Source: an optimization exercise on an open RTL-to-GDS flow (aim: small area, a short achievable clock period and few clock cycles per item). Production flows keep margins and buffers that such runs may drop. RTL that was checked went through simulation tests only; none was proved equivalent to the original.

==> exp/umber <==
// lidar_flat_point_selector
module lidar_flat_point_selector #(
	parameter int COORD_WIDTH = 24
) (
	input  logic                          clk,
	input  logic                          arst_n,
	input  logic                          cfg_we,
	input  logic                          cfg_index,
	input  logic [53:0]                   cfg_data,
	input  logic                          points_valid,
	output logic                          points_ready,
	input  logic signed [COORD_WIDTH-1:0] points_point_x,
	input  logic signed [COORD_WIDTH-1:0] points_point_y,
	input  logic signed [COORD_WIDTH-1:0] points_point_z,
	input  logic [15:0]                   points_intensity,
	input  logic                          points_point_valid,
	input  logic                          points_frame_start,
	output logic                          features_valid,
	input  logic                          features_ready,
	output logic signed [COORD_WIDTH-1:0] features_feature_x,
	output logic signed [COORD_WIDTH-1:0] features_feature_y,
	output logic signed [COORD_WIDTH-1:0] features_feature_z,
	output logic [15:0]                   features_feature_intensity,
	output logic [53:0]                   features_curvature
);
	localparam int CW  = COORD_WIDTH;
	localparam int DW  = CW + 3;       
	localparam int MW  = DW - 1;       
	localparam int PW  = 3 * CW + 16;  
	localparam int AW  = 31;           
	localparam int QW  = AW - 2;       
	localparam logic [53:0] THRESH_RESET = 54'd1049;
	localparam logic [7:0]  STRIDE_RESET = 8'd1;
	logic [53:0] thresh_q;
  ...
Settings: LEC_CHECK=0, CAP_MARGIN=20, CORE_MARGIN=2, CORE_UTILIZATION=40, SLEW_MARGIN=20; clock period 9.5 ns.
standard.sh (not shown) runs the stock make flow with config.mk's settings and CLKGATE_MAP_FILE= SYNTH_SCRIPT=/design/flow/synth_recipe.tcl, a recipe that flattens the netlist after the stock synthesis.
==> flow/flow/run.sh <==
#!/bin/bash
# Standard layout; timing repair aimed 6.2 ns below the clock period, and
# the port buffers are buf_1 cells (repair resizes those on critical paths).
set -euo pipefail
bash standard.sh SETUP_SLACK_MARGIN=6.2 "BUFFER_PORTS_ARGS=-buffer_cell sky130_fd_sc_hd__buf_1" finish > standard_flow.log 2>&1
==> exp/zinc (differences from exp/umber) <==
--- a/flow/design.v
+++ b/flow/design.v
@@ -23,13 +23,13 @@
 	output logic [53:0]                   features_curvature
 );
 	localparam int CW  = COORD_WIDTH;
 	localparam int DW  = CW + 3;       
 	localparam int MW  = DW - 1;       
 	localparam int PW  = 3 * CW + 16;  
-	localparam int AW  = 31;           
+	localparam int AW  = 32;           
 	localparam int QW  = AW - 2;       
 	localparam logic [53:0] THRESH_RESET = 54'd1049;
 	localparam logic [7:0]  STRIDE_RESET = 8'd1;
 	logic [53:0] thresh_q;
 	logic [7:0]  stride_q;
 	always_ff @(posedge clk or negedge arst_n) begin
@@ -62,13 +62,13 @@
 	logic [CW-1:0] w_q [0:2][1:4];
 	logic [15:0]   wi_q [1:4];
 	logic          kq_q;                
 	logic [2:0]    fill_q;
 	logic [7:0]    cnt_q;
 	logic [12:0]   s1_sq_q [0:2];       
-	logic [29:0]   s1_rng_q;            
+	logic [17:0]   s1_rng_q;            
 	logic          s1_small;
 	logic [PW-1:0] o_pt_q;     
 	logic [53:0]   o_curv_q;
 	logic          in_keep;
 	logic          accept;
 	logic          src_v;
@@ -161,14 +161,14 @@
 			logic [DW-1:0] s1a, c1a;
 			logic [DW-1:0] a_next;
 			assign o1 = {{3{w_q[ga][1][CW-1]}}, w_q[ga][1]};
 			assign o2 = {{3{w_q[ga][2][CW-1]}}, w_q[ga][2]};
 			assign o3 = ~{w_q[ga][3][CW-1], w_q[ga][3], 2'b00};
 			assign s1a = o1 ^ o2 ^ o3;
-			assign c1a = {((o1 & o2) | (o1 & o3) | (o2 & o3)), 1'b1};   
-			assign a_next = s1a + c1a;
+			assign c1a = {((o1 & o2) | (o1 & o3) | (o2 & o3)), 1'b0};
+			assign a_next = s1a + c1a + 27'd1;
 			always_ff @(posedge clk) begin
 				if (w_shift) begin
 					a_q[ga]    <= a_next;
 					w_q[ga][1] <= w_q[ga][2];
 					w_q[ga][2] <= w_q[ga][3];
 					w_q[ga][3] <= w_q[ga][4];
@@ -185,32 +185,25 @@
 			wi_q[3] <= wi_q[4];
 		end
 		if (proc)
 			wi_q[4] <= src_pt[3*CW +: 16];
 	end
 	logic [DW-1:0] d [0:2];
-	logic [9:0]    d_rng [0:2];
+	logic [5:0]    d_rng [0:2];
 	logic          d_sgn [0:2];
 	logic [12:0]   sq [0:2];        
 	generate
 		for (ga = 0; ga < 3; ga = ga + 1) begin : g_d
 			logic [DW-1:0] e3, e4, es, ec;
 			assign e3 = {{3{w_q[ga][3][CW-1]}}, w_q[ga][3]};
 			assign e4 = {{3{w_q[ga][4][CW-1]}}, w_q[ga][4]};
 			assign es = a_q[ga] ^ e3 ^ e4;
 			assign ec = {((a_q[ga] & e3) | (a_q[ga] & e4) | (e3 & e4)), 1'b0};
 			assign d[ga]       = es + ec;
-			logic [20:0] px, gx, zb, tb;
-			logic        cy;
-			assign px = es[26:6] ^ ec[26:6];
-			assign gx = es[26:6] & ec[26:6];
-			assign zb = {px[20:1] ^ ~(px[19:0] | gx[19:0]), ~px[0]};
-			assign tb = {px[20:2] ^ gx[19:1], px[1] ^ (px[0] | gx[0]), ~px[0]};
-			assign cy = ({1'b0, es[5:0]} + {1'b0, ec[5:0]}) >> 6;
-			assign d_rng[ga] = {cy, &tb[20:14], &tb[13:7], &tb[6:0], &zb[20:14], &zb[13:7], &zb[6:0],
-			                    &px[20:14], &px[13:7], &px[6:0]};
+			assign d_rng[ga]   = {(d[ga][26:20] == '1), (d[ga][19:13] == '1), (d[ga][12:6] == '1),
+			                      (d[ga][26:20] == '0), (d[ga][19:13] == '0), (d[ga][12:6] == '0)};
 			assign d_sgn[ga]   = d[ga][DW-1];
 			always_comb begin
 				case (d[ga][6:0])
 				7'd0: sq[ga] = 13'd0;
 				7'd1: sq[ga] = 13'd1;
 				7'd2: sq[ga] = 13'd4;
@@ -370,15 +363,13 @@
 	logic [PW-1:0] centre;
 	assign centre = sh_q ? {wi_q[1], w_q[2][1], w_q[1][1], w_q[0][1]} :
 	                       {wi_q[2], w_q[2][2], w_q[1][2], w_q[0][2]};
 	generate
 		for (ga = 0; ga < 3; ga = ga + 1) begin : g_small
 			logic ok;
-			logic [9:0] q;
-			assign q  = s1_rng_q[10*ga +: 10];
-			assign ok = (&q[2:0]) || (!q[9] && (&q[5:3])) || (q[9] && (&q[8:6]));
+			assign ok = (&s1_rng_q[6*ga +: 3]) || (&s1_rng_q[6*ga+3 +: 3]);
 		end
 	endgenerate
 	assign s1_small = g_small[0].ok && g_small[1].ok && g_small[2].ok;
 	logic [13:0] curv_fast;
 	logic        flat_fast;
 	logic [13:0] cs_s, cs_c;
==> flow/flow/run.sh (replaced) <==
#!/bin/bash
# Standard layout; timing repair aimed 6.2 ns below the clock period on the
# worst paths only (TNS_END_PERCENT 0), and buf_1 port buffers (repair
# resizes those on critical paths).
set -euo pipefail
bash standard.sh SETUP_SLACK_MARGIN=6.2 TNS_END_PERCENT=0 "BUFFER_PORTS_ARGS=-buffer_cell sky130_fd_sc_hd__buf_1" finish > standard_flow.log 2>&1
==> exp/xenon (differences from exp/umber) <==
--- a/flow/design.v
+++ b/flow/design.v
@@ -23,13 +23,13 @@
 	output logic [53:0]                   features_curvature
 );
 	localparam int CW  = COORD_WIDTH;
 	localparam int DW  = CW + 3;       
 	localparam int MW  = DW - 1;       
 	localparam int PW  = 3 * CW + 16;  
-	localparam int AW  = 31;           
+	localparam int AW  = 32;           
 	localparam int QW  = AW - 2;       
 	localparam logic [53:0] THRESH_RESET = 54'd1049;
 	localparam logic [7:0]  STRIDE_RESET = 8'd1;
 	logic [53:0] thresh_q;
 	logic [7:0]  stride_q;
 	always_ff @(posedge clk or negedge arst_n) begin
@@ -62,13 +62,13 @@
 	logic [CW-1:0] w_q [0:2][1:4];
 	logic [15:0]   wi_q [1:4];
 	logic          kq_q;                
 	logic [2:0]    fill_q;
 	logic [7:0]    cnt_q;
 	logic [12:0]   s1_sq_q [0:2];       
-	logic [29:0]   s1_rng_q;            
+	logic [17:0]   s1_rng_q;            
 	logic          s1_small;
 	logic [PW-1:0] o_pt_q;     
 	logic [53:0]   o_curv_q;
 	logic          in_keep;
 	logic          accept;
 	logic          src_v;
@@ -161,14 +161,14 @@
 			logic [DW-1:0] s1a, c1a;
 			logic [DW-1:0] a_next;
 			assign o1 = {{3{w_q[ga][1][CW-1]}}, w_q[ga][1]};
 			assign o2 = {{3{w_q[ga][2][CW-1]}}, w_q[ga][2]};
 			assign o3 = ~{w_q[ga][3][CW-1], w_q[ga][3], 2'b00};
 			assign s1a = o1 ^ o2 ^ o3;
-			assign c1a = {((o1 & o2) | (o1 & o3) | (o2 & o3)), 1'b1};   
-			assign a_next = s1a + c1a;
+			assign c1a = {((o1 & o2) | (o1 & o3) | (o2 & o3)), 1'b0};
+			assign a_next = s1a + c1a + 27'd1;
 			always_ff @(posedge clk) begin
 				if (w_shift) begin
 					a_q[ga]    <= a_next;
 					w_q[ga][1] <= w_q[ga][2];
 					w_q[ga][2] <= w_q[ga][3];
 					w_q[ga][3] <= w_q[ga][4];
@@ -185,32 +185,25 @@
 			wi_q[3] <= wi_q[4];
 		end
 		if (proc)
 			wi_q[4] <= src_pt[3*CW +: 16];
 	end
 	logic [DW-1:0] d [0:2];
-	logic [9:0]    d_rng [0:2];
+	logic [5:0]    d_rng [0:2];
 	logic          d_sgn [0:2];
 	logic [12:0]   sq [0:2];        
 	generate
 		for (ga = 0; ga < 3; ga = ga + 1) begin : g_d
 			logic [DW-1:0] e3, e4, es, ec;
 			assign e3 = {{3{w_q[ga][3][CW-1]}}, w_q[ga][3]};
 			assign e4 = {{3{w_q[ga][4][CW-1]}}, w_q[ga][4]};
 			assign es = a_q[ga] ^ e3 ^ e4;
 			assign ec = {((a_q[ga] & e3) | (a_q[ga] & e4) | (e3 & e4)), 1'b0};
 			assign d[ga]       = es + ec;
-			logic [20:0] px, gx, zb, tb;
-			logic        cy;
-			assign px = es[26:6] ^ ec[26:6];
-			assign gx = es[26:6] & ec[26:6];
-			assign zb = {px[20:1] ^ ~(px[19:0] | gx[19:0]), ~px[0]};
-			assign tb = {px[20:2] ^ gx[19:1], px[1] ^ (px[0] | gx[0]), ~px[0]};
-			assign cy = ({1'b0, es[5:0]} + {1'b0, ec[5:0]}) >> 6;
-			assign d_rng[ga] = {cy, &tb[20:14], &tb[13:7], &tb[6:0], &zb[20:14], &zb[13:7], &zb[6:0],
-			                    &px[20:14], &px[13:7], &px[6:0]};
+			assign d_rng[ga]   = {(d[ga][26:20] == '1), (d[ga][19:13] == '1), (d[ga][12:6] == '1),
+			                      (d[ga][26:20] == '0), (d[ga][19:13] == '0), (d[ga][12:6] == '0)};
 			assign d_sgn[ga]   = d[ga][DW-1];
 			always_comb begin
 				case (d[ga][6:0])
 				7'd0: sq[ga] = 13'd0;
 				7'd1: sq[ga] = 13'd1;
 				7'd2: sq[ga] = 13'd4;
@@ -370,15 +363,13 @@
 	logic [PW-1:0] centre;
 	assign centre = sh_q ? {wi_q[1], w_q[2][1], w_q[1][1], w_q[0][1]} :
 	                       {wi_q[2], w_q[2][2], w_q[1][2], w_q[0][2]};
 	generate
 		for (ga = 0; ga < 3; ga = ga + 1) begin : g_small
 			logic ok;
-			logic [9:0] q;
-			assign q  = s1_rng_q[10*ga +: 10];
-			assign ok = (&q[2:0]) || (!q[9] && (&q[5:3])) || (q[9] && (&q[8:6]));
+			assign ok = (&s1_rng_q[6*ga +: 3]) || (&s1_rng_q[6*ga+3 +: 3]);
 		end
 	endgenerate
 	assign s1_small = g_small[0].ok && g_small[1].ok && g_small[2].ok;
 	logic [13:0] curv_fast;
 	logic        flat_fast;
 	logic [13:0] cs_s, cs_c;
==> flow/flow/run.sh (replaced) <==
#!/bin/bash
# Standard layout; timing repair aimed 5.5 ns below the clock period, buf_1
# port buffers (repair resizes those on critical paths), and a clock tree of
# clkbuf_8 cells with larger sink clusters.
set -euo pipefail
bash standard.sh SETUP_SLACK_MARGIN=5.5 "BUFFER_PORTS_ARGS=-buffer_cell sky130_fd_sc_hd__buf_1" \
	CTS_BUF_LIST=sky130_fd_sc_hd__clkbuf_8 CTS_CLUSTER_SIZE=30 finish > standard_flow.log 2>&1
==> exp/pepper (differences from exp/umber) <==
--- a/flow/design.v
+++ b/flow/design.v
@@ -23,13 +23,13 @@
 	output logic [53:0]                   features_curvature
 );
 	localparam int CW  = COORD_WIDTH;
 	localparam int DW  = CW + 3;       
 	localparam int MW  = DW - 1;       
 	localparam int PW  = 3 * CW + 16;  
-	localparam int AW  = 31;           
+	localparam int AW  = 32;           
 	localparam int QW  = AW - 2;       
 	localparam logic [53:0] THRESH_RESET = 54'd1049;
 	localparam logic [7:0]  STRIDE_RESET = 8'd1;
 	logic [53:0] thresh_q;
 	logic [7:0]  stride_q;
 	always_ff @(posedge clk or negedge arst_n) begin
@@ -61,14 +61,14 @@
 	logic [DW-1:0] a_q [0:2];           
 	logic [CW-1:0] w_q [0:2][1:4];
 	logic [15:0]   wi_q [1:4];
 	logic          kq_q;                
 	logic [2:0]    fill_q;
 	logic [7:0]    cnt_q;
-	logic [12:0]   s1_sq_q [0:2];       
-	logic [29:0]   s1_rng_q;            
+	logic [13:0]   s1_s_q, s1_c_q;      
+	logic [17:0]   s1_rng_q;            
 	logic          s1_small;
 	logic [PW-1:0] o_pt_q;     
 	logic [53:0]   o_curv_q;
 	logic          in_keep;
 	logic          accept;
 	logic          src_v;
@@ -81,94 +81,90 @@
 	                 !(points_point_x == '0 && points_point_y == '0 && points_point_z == '0);
 	assign accept  = points_valid && ready_q;
 	assign src_v    = kv_q || accept;
 	assign src_pt   = kv_q ? k_pt_q   : in_pt;
 	assign src_keep = kv_q ? k_keep_q : in_keep;
 	assign src_fs   = kv_q ? k_fs_q   : points_frame_start;
-	logic       irn_q;     
-	logic       fq_q;      
-	logic [2:0] fill_eff;
-	logic       full;
-	logic       cnt0;
-	logic       cnt_wrap;
-	logic [7:0] cnt_next;
-	logic       ev_now;    
-	assign fill_eff = fq_q ? 3'd0 : fill_q;
-	assign full     = !fq_q && (fill_q == 3'd4);
-	assign cnt0     = fq_q || (cnt_q == 8'd0);
-	assign cnt_wrap = ({1'b0, cnt_q} + 9'd1 >= {1'b0, stride_q});  
-	assign cnt_next = cnt_wrap ? 8'd0 : cnt_q + 8'd1;
-	assign ev_now   = irn_q ? (kq_q && full && cnt0) : ev_q;
 	logic o_take;      
 	logic s1_out;      
 	logic s1_load;     
 	logic w_take;      
 	logic proc;        
 	logic w_shift;     
 	assign o_take  = !ov_q || features_ready;
 	assign s1_out  = s1v_q && (s1_small || tsmall) && o_take;
-	assign s1_load = ev_now && !s1v_q ? 1'b1 : (ev_now && s1_out && tsmall);
-	assign w_take  = tsmall ? ((!ev_now || s1_load) && !(s1v_q && sh_q && !s1_out)) :
-	                          (!ev_now && !s1v_q);
+	assign s1_load = ev_q && !s1v_q ? 1'b1 : (ev_q && s1_out && tsmall);
+	assign w_take  = tsmall ? ((!ev_q || s1_load) && !(s1v_q && sh_q && !s1_out)) :
+	                          (!ev_q && !s1v_q);
 	assign proc    = src_v && w_take;
 	assign w_shift = proc && kq_q;
 	logic kv_next;
+	logic ev_next;
 	assign kv_next = kv_q ? !proc : (accept && !proc);
 	always_ff @(posedge clk or negedge arst_n) begin
 		if (!arst_n) begin
 			kv_q    <= 1'b0;
 			ready_q <= 1'b1;
 		end else begin
 			kv_q    <= kv_next;
-			ready_q <= !kv_next && (tsmall || (!proc && !ev_now && !s1v_q));
+			ready_q <= !kv_next && (tsmall || !ev_next);
 		end
 	end
 	assign points_ready = ready_q;
+	logic       full;
+	logic       eval;
+	logic [7:0] cnt_inc;
+	logic       cnt_wrap;
+	logic [7:0] cnt_next;
+	assign full     = !src_fs && (fill_q == 3'd4);
+	assign eval     = src_keep && full && (cnt_q == 8'd0);
+	assign cnt_inc  = cnt_q + 8'd1;
+	assign cnt_wrap = ({1'b0, cnt_q} + 9'd1 >= {1'b0, stride_q});  
+	assign cnt_next = cnt_wrap ? 8'd0 : cnt_inc;
+	always_comb begin
+		if (proc && eval)
+			ev_next = 1'b1;
+		else if (tsmall ? s1_load : (fin_q || s1_out))
+			ev_next = 1'b0;
+		else
+			ev_next = ev_q;
+	end
 	always_ff @(posedge clk or negedge arst_n) begin
 		if (!arst_n) begin
 			fill_q <= '0;
 			cnt_q  <= '0;
 			ev_q   <= 1'b0;
 			kq_q   <= 1'b0;
-			fq_q   <= 1'b0;
-			irn_q  <= 1'b0;
 		end else begin
-			if (proc) begin
+			if (proc)
 				kq_q <= src_keep;
-				fq_q <= src_fs;
-			end
-			irn_q <= proc;
-			if (irn_q) begin
-				if (kq_q && !full) begin
-					fill_q <= fill_eff + 3'd1;
-					cnt_q  <= fq_q ? 8'd0 : cnt_q;
-				end else if (kq_q) begin
+			if (proc) begin
+				if (src_fs) begin
+					fill_q <= {2'b00, src_keep};
+					cnt_q  <= 8'd0;
+				end else if (src_keep && !full) begin
+					fill_q <= fill_q + 3'd1;
+				end else if (src_keep) begin
 					cnt_q  <= cnt_next;
-				end else begin
-					fill_q <= fill_eff;
-					cnt_q  <= fq_q ? 8'd0 : cnt_q;
 				end
 			end
-			if (tsmall ? s1_load : (fin_q || s1_out))
-				ev_q <= 1'b0;
-			else
-				ev_q <= ev_now;
+			ev_q <= ev_next;
 		end
 	end
 	genvar ga;
 	generate
 		for (ga = 0; ga < 3; ga = ga + 1) begin : g_w
 			logic [DW-1:0] o1, o2, o3;
 			logic [DW-1:0] s1a, c1a;
 			logic [DW-1:0] a_next;
 			assign o1 = {{3{w_q[ga][1][CW-1]}}, w_q[ga][1]};
 			assign o2 = {{3{w_q[ga][2][CW-1]}}, w_q[ga][2]};
 			assign o3 = ~{w_q[ga][3][CW-1], w_q[ga][3], 2'b00};
 			assign s1a = o1 ^ o2 ^ o3;
-			assign c1a = {((o1 & o2) | (o1 & o3) | (o2 & o3)), 1'b1};   
-			assign a_next = s1a + c1a;
+			assign c1a = {((o1 & o2) | (o1 & o3) | (o2 & o3)), 1'b0};
+			assign a_next = s1a + c1a + 27'd1;
 			always_ff @(posedge clk) begin
 				if (w_shift) begin
 					a_q[ga]    <= a_next;
 					w_q[ga][1] <= w_q[ga][2];
 					w_q[ga][2] <= w_q[ga][3];
 					w_q[ga][3] <= w_q[ga][4];
@@ -185,32 +181,25 @@
 			wi_q[3] <= wi_q[4];
 		end
 		if (proc)
 			wi_q[4] <= src_pt[3*CW +: 16];
 	end
 	logic [DW-1:0] d [0:2];
-	logic [9:0]    d_rng [0:2];
+	logic [5:0]    d_rng [0:2];
 	logic          d_sgn [0:2];
 	logic [12:0]   sq [0:2];        
 	generate
 		for (ga = 0; ga < 3; ga = ga + 1) begin : g_d
 			logic [DW-1:0] e3, e4, es, ec;
 			assign e3 = {{3{w_q[ga][3][CW-1]}}, w_q[ga][3]};
 			assign e4 = {{3{w_q[ga][4][CW-1]}}, w_q[ga][4]};
 			assign es = a_q[ga] ^ e3 ^ e4;
 			assign ec = {((a_q[ga] & e3) | (a_q[ga] & e4) | (e3 & e4)), 1'b0};
 			assign d[ga]       = es + ec;
-			logic [20:0] px, gx, zb, tb;
-			logic        cy;
-			assign px = es[26:6] ^ ec[26:6];
-			assign gx = es[26:6] & ec[26:6];
-			assign zb = {px[20:1] ^ ~(px[19:0] | gx[19:0]), ~px[0]};
-			assign tb = {px[20:2] ^ gx[19:1], px[1] ^ (px[0] | gx[0]), ~px[0]};
-			assign cy = ({1'b0, es[5:0]} + {1'b0, ec[5:0]}) >> 6;
-			assign d_rng[ga] = {cy, &tb[20:14], &tb[13:7], &tb[6:0], &zb[20:14], &zb[13:7], &zb[6:0],
-			                    &px[20:14], &px[13:7], &px[6:0]};
+			assign d_rng[ga]   = {(d[ga][26:20] == '1), (d[ga][19:13] == '1), (d[ga][12:6] == '1),
+			                      (d[ga][26:20] == '0), (d[ga][19:13] == '0), (d[ga][12:6] == '0)};
 			assign d_sgn[ga]   = d[ga][DW-1];
 			always_comb begin
 				case (d[ga][6:0])
 				7'd0: sq[ga] = 13'd0;
 				7'd1: sq[ga] = 13'd1;
 				7'd2: sq[ga] = 13'd4;
@@ -358,51 +347,41 @@
 			else if (w_shift)
 				sh_q <= 1'b1;
 		end
 	end
 	always_ff @(posedge clk) begin
 		if (s1_load) begin
-			s1_sq_q[0] <= sq[0];
-			s1_sq_q[1] <= sq[1];
-			s1_sq_q[2] <= sq[2];
+			s1_s_q     <= {1'b0, sq[0] ^ sq[1] ^ sq[2]};
+			s1_c_q     <= {((sq[0] & sq[1]) | (sq[0] & sq[2]) | (sq[1] & sq[2])), 1'b0};
 			s1_rng_q   <= {d_rng[2], d_rng[1], d_rng[0]};
 		end
 	end
 	logic [PW-1:0] centre;
 	assign centre = sh_q ? {wi_q[1], w_q[2][1], w_q[1][1], w_q[0][1]} :
 	                       {wi_q[2], w_q[2][2], w_q[1][2], w_q[0][2]};
 	generate
 		for (ga = 0; ga < 3; ga = ga + 1) begin : g_small
 			logic ok;
-			logic [9:0] q;
-			assign q  = s1_rng_q[10*ga +: 10];
-			assign ok = (&q[2:0]) || (!q[9] && (&q[5:3])) || (q[9] && (&q[8:6]));
+			assign ok = (&s1_rng_q[6*ga +: 3]) || (&s1_rng_q[6*ga+3 +: 3]);
 		end
 	endgenerate
 	assign s1_small = g_small[0].ok && g_small[1].ok && g_small[2].ok;
 	logic [13:0] curv_fast;
 	logic        flat_fast;
-	logic [13:0] cs_s, cs_c;
-	assign cs_s      = {1'b0, s1_sq_q[0] ^ s1_sq_q[1] ^ s1_sq_q[2]};
-	assign cs_c      = {((s1_sq_q[0] & s1_sq_q[1]) | (s1_sq_q[0] & s1_sq_q[2]) | (s1_sq_q[1] & s1_sq_q[2])), 1'b0};
-	assign curv_fast = cs_s + cs_c;
-	logic [13:0] ct_s, ct_c;
-	logic [14:0] ct;
-	assign ct_s      = cs_s ^ cs_c ^ ~thresh_q[13:0];
-	assign ct_c      = {((cs_s[12:0] & cs_c[12:0]) | (cs_s[12:0] & ~thresh_q[12:0]) | (cs_c[12:0] & ~thresh_q[12:0])), 1'b1};
-	assign ct        = {1'b0, ct_s} + {1'b0, ct_c};
-	assign flat_fast = s1_small && (thi || !ct[14]);
+	assign curv_fast = s1_s_q + s1_c_q;
+	assign flat_fast = s1_small && (thi || (curv_fast < thresh_q[13:0]));
 	logic [4:0]    sc_q;
 	logic [2:0]    sg_q;
 	logic          start;
-	logic          sc0;        
+	logic          sc0;
 	logic [MW-1:0] r [0:2];
 	logic [MW-1:0] m [0:2];
 	logic [QW-1:0] acc_s, acc_c;
 	logic          acc_ci;
 	assign start  = !tsmall && s1v_q && !s1_small && !ov_q && !busy_q && !fin_q;
+	assign sc0    = (sc_q == 5'd0);
 	assign r[0]   = k_pt_q[0*MW +: MW];
 	assign r[1]   = k_pt_q[1*MW +: MW];
 	assign r[2]   = k_pt_q[2*MW +: MW];
 	assign acc_s  = o_pt_q[0 +: QW];
 	assign acc_c  = o_pt_q[QW +: QW];
 	assign acc_ci = o_pt_q[2*QW];
@@ -432,15 +411,13 @@
 	assign lo  = {1'b0, t3s[1:0]} + {1'b0, t3c[1:0]} + {2'b00, acc_ci};
 	always_ff @(posedge clk or negedge arst_n) begin
 		if (!arst_n) begin
 			busy_q <= 1'b0;
 			fin_q  <= 1'b0;
 			sc_q   <= '0;
-			sc0    <= 1'b0;
 		end else begin
-			sc0 <= start;
 			if (start) begin
 				busy_q <= 1'b1;
 				sc_q   <= '0;
 			end else if (busy_q) begin
 				sc_q <= sc_q + 5'd1;
 				if (sc_q == 5'd27) begin
==> flow/run.sh (new file) <==
#!/bin/bash
# synth_recipe.tcl (not shown) runs the flow's synth.tcl, then flattens the netlist and writes it again
# the make line also repeats each setting of config.mk as NAME=value (left out here)
make -C /OpenROAD-flow-scripts/flow DESIGN_CONFIG=/design/flow/config.mk WORK_HOME=/design/flow/orfs CLKGATE_MAP_FILE= SYNTH_SCRIPT=/design/flow/synth_recipe.tcl finish
SETUP_SLACK_MARGIN = 5   (was not set)
removed: flow/flow/run.sh
removed: flow/standard.sh
==> notes <==
Wire length: exp/zinc < exp/xenon < exp/pepper < exp/umber. In exp/zinc the sequential cell count is lower than in exp/umber, by 12. Clock-buffer cell count, lowest first: exp/zinc, exp/umber, exp/pepper, exp/xenon. The highest hold slack belongs to exp/pepper, the lowest to exp/xenon. The lowest global-route usage belongs to exp/zinc, the highest to exp/umber. The highest core utilization belongs to exp/umber, the lowest to exp/xenon. First-iteration DRC count: exp/zinc < exp/umber < exp/xenon < exp/pepper. Between exp/zinc and exp/umber, the lower synthesized cell count is in exp/zinc (gap 3.1%, measured against exp/umber). Between exp/umber and exp/xenon, the lower synthesized area is in exp/xenon (gap 4.7%, measured against exp/xenon).
==> figures <==
item                                                            exp/umber                  exp/xenon                 exp/pepper                   exp/zinc
Worst reg-to-reg setup slack                                      5.91 ns                    5.54 ns                    5.12 ns                    5.63 ns
Kind of start point of the critical path                        flip-flop                  flip-flop                 input port                  flip-flop
Initial antenna violation count                                        19                         22                          9                         17
FF+latch count                                                        824                        812                        797                        812
Status                                   no timing/DRC/antenna violations  no timing/DRC/antenna violations  no timing/DRC/antenna violations  no timing/DRC/antenna violations
Multiplexer fraction of the synthesized cell area                   5.12%                      5.33%                      4.38%                      5.33%
Count of multi-input combinational gates                             3145                       3121                       3011                       3121
Core footprint                                                 133000 um2                 128000 um2                 125000 um2                 128000 um2
Delay of the slowest cell on the worst path                       0.51 ns                    0.57 ns                    0.64 ns                    0.61 ns
Unrepaired setup endpoints after global routing                       yes                        yes                         no                        yes
Reg2reg path depth                                                     14                         12                         12                         11
Required time of the critical path                                9.95 ns                   10.26 ns                   10.06 ns                   10.01 ns
Worst relative slew slack                                           12.6%                      25.2%                      25.4%                      23.8%
Register share of the cell area                                     36.3%                      40.3%                      38.9%                      39.7%
Placed Instances                                                     6811                       6566                       6425                       6570
Top-count cell post-synth                          sky130_fd_sc_hd__inv_1  sky130_fd_sc_hd__edfxtp_1  sky130_fd_sc_hd__edfxtp_1  sky130_fd_sc_hd__edfxtp_1
Levels on crit path                                                    14                         12                         11                         11
Testbench counts of exp/zinc, summed over its fixed seeds: cycles 32,009, items 32,000.
Testbench counts of exp/xenon, summed over its fixed seeds: cycles 32,009, items 32,000.
Function not checked in exp/umber and exp/pepper: the RTL went through the layout flow alone.

re-timing with driven ports:
No port has a modelled driver above. Below, the same layouts with a new extraction and two added sets of constraints.
Step 1 sets driving cells, clkbuf_16 on the clock port and buf_2 on the other inputs (assumed; they add their load-dependent delay and slew).
Step 2 moves the port delays by t, midway between the first and last clock arrival at a register: inputs arrive t later, outputs are due t later. That takes back most of the time a late clock gives input paths.
Slacks: ideal ports / drivers / drivers and shift; pairs: ideal ports / drivers.
run | shift t [ns] | slack for setup (ns) | hold WS [ns] | clock arrival spread, ns | slew at the worst register clock pin (ns)
exp/umber | 0.792 | 5.911 / 5.911 / 5.389 | 0.413 / 0.413 / 0.413 | 0.034 / 0.035 | 0.07 / 0.07
exp/zinc | 0.764 | 5.634 / 5.634 / 4.931 | 0.414 / 0.414 / 0.414 | 0.036 / 0.036 | 0.07 / 0.07
exp/xenon | 0.939 | 5.535 / 5.535 / 4.919 | 0.407 / 0.407 / 0.407 | 0.064 / 0.064 | 0.07 / 0.07
exp/pepper | 0.754 | 4.941 / 4.998 / 4.244 | 0.415 / 0.415 / 0.415 | 0.045 / 0.045 | 0.07 / 0.07
After both steps setup and hold are still met in every run listed. For exp/zinc, which loses most, drivers alone change the setup slack by 0.000 ns; drivers and shift together by -0.703 ns.
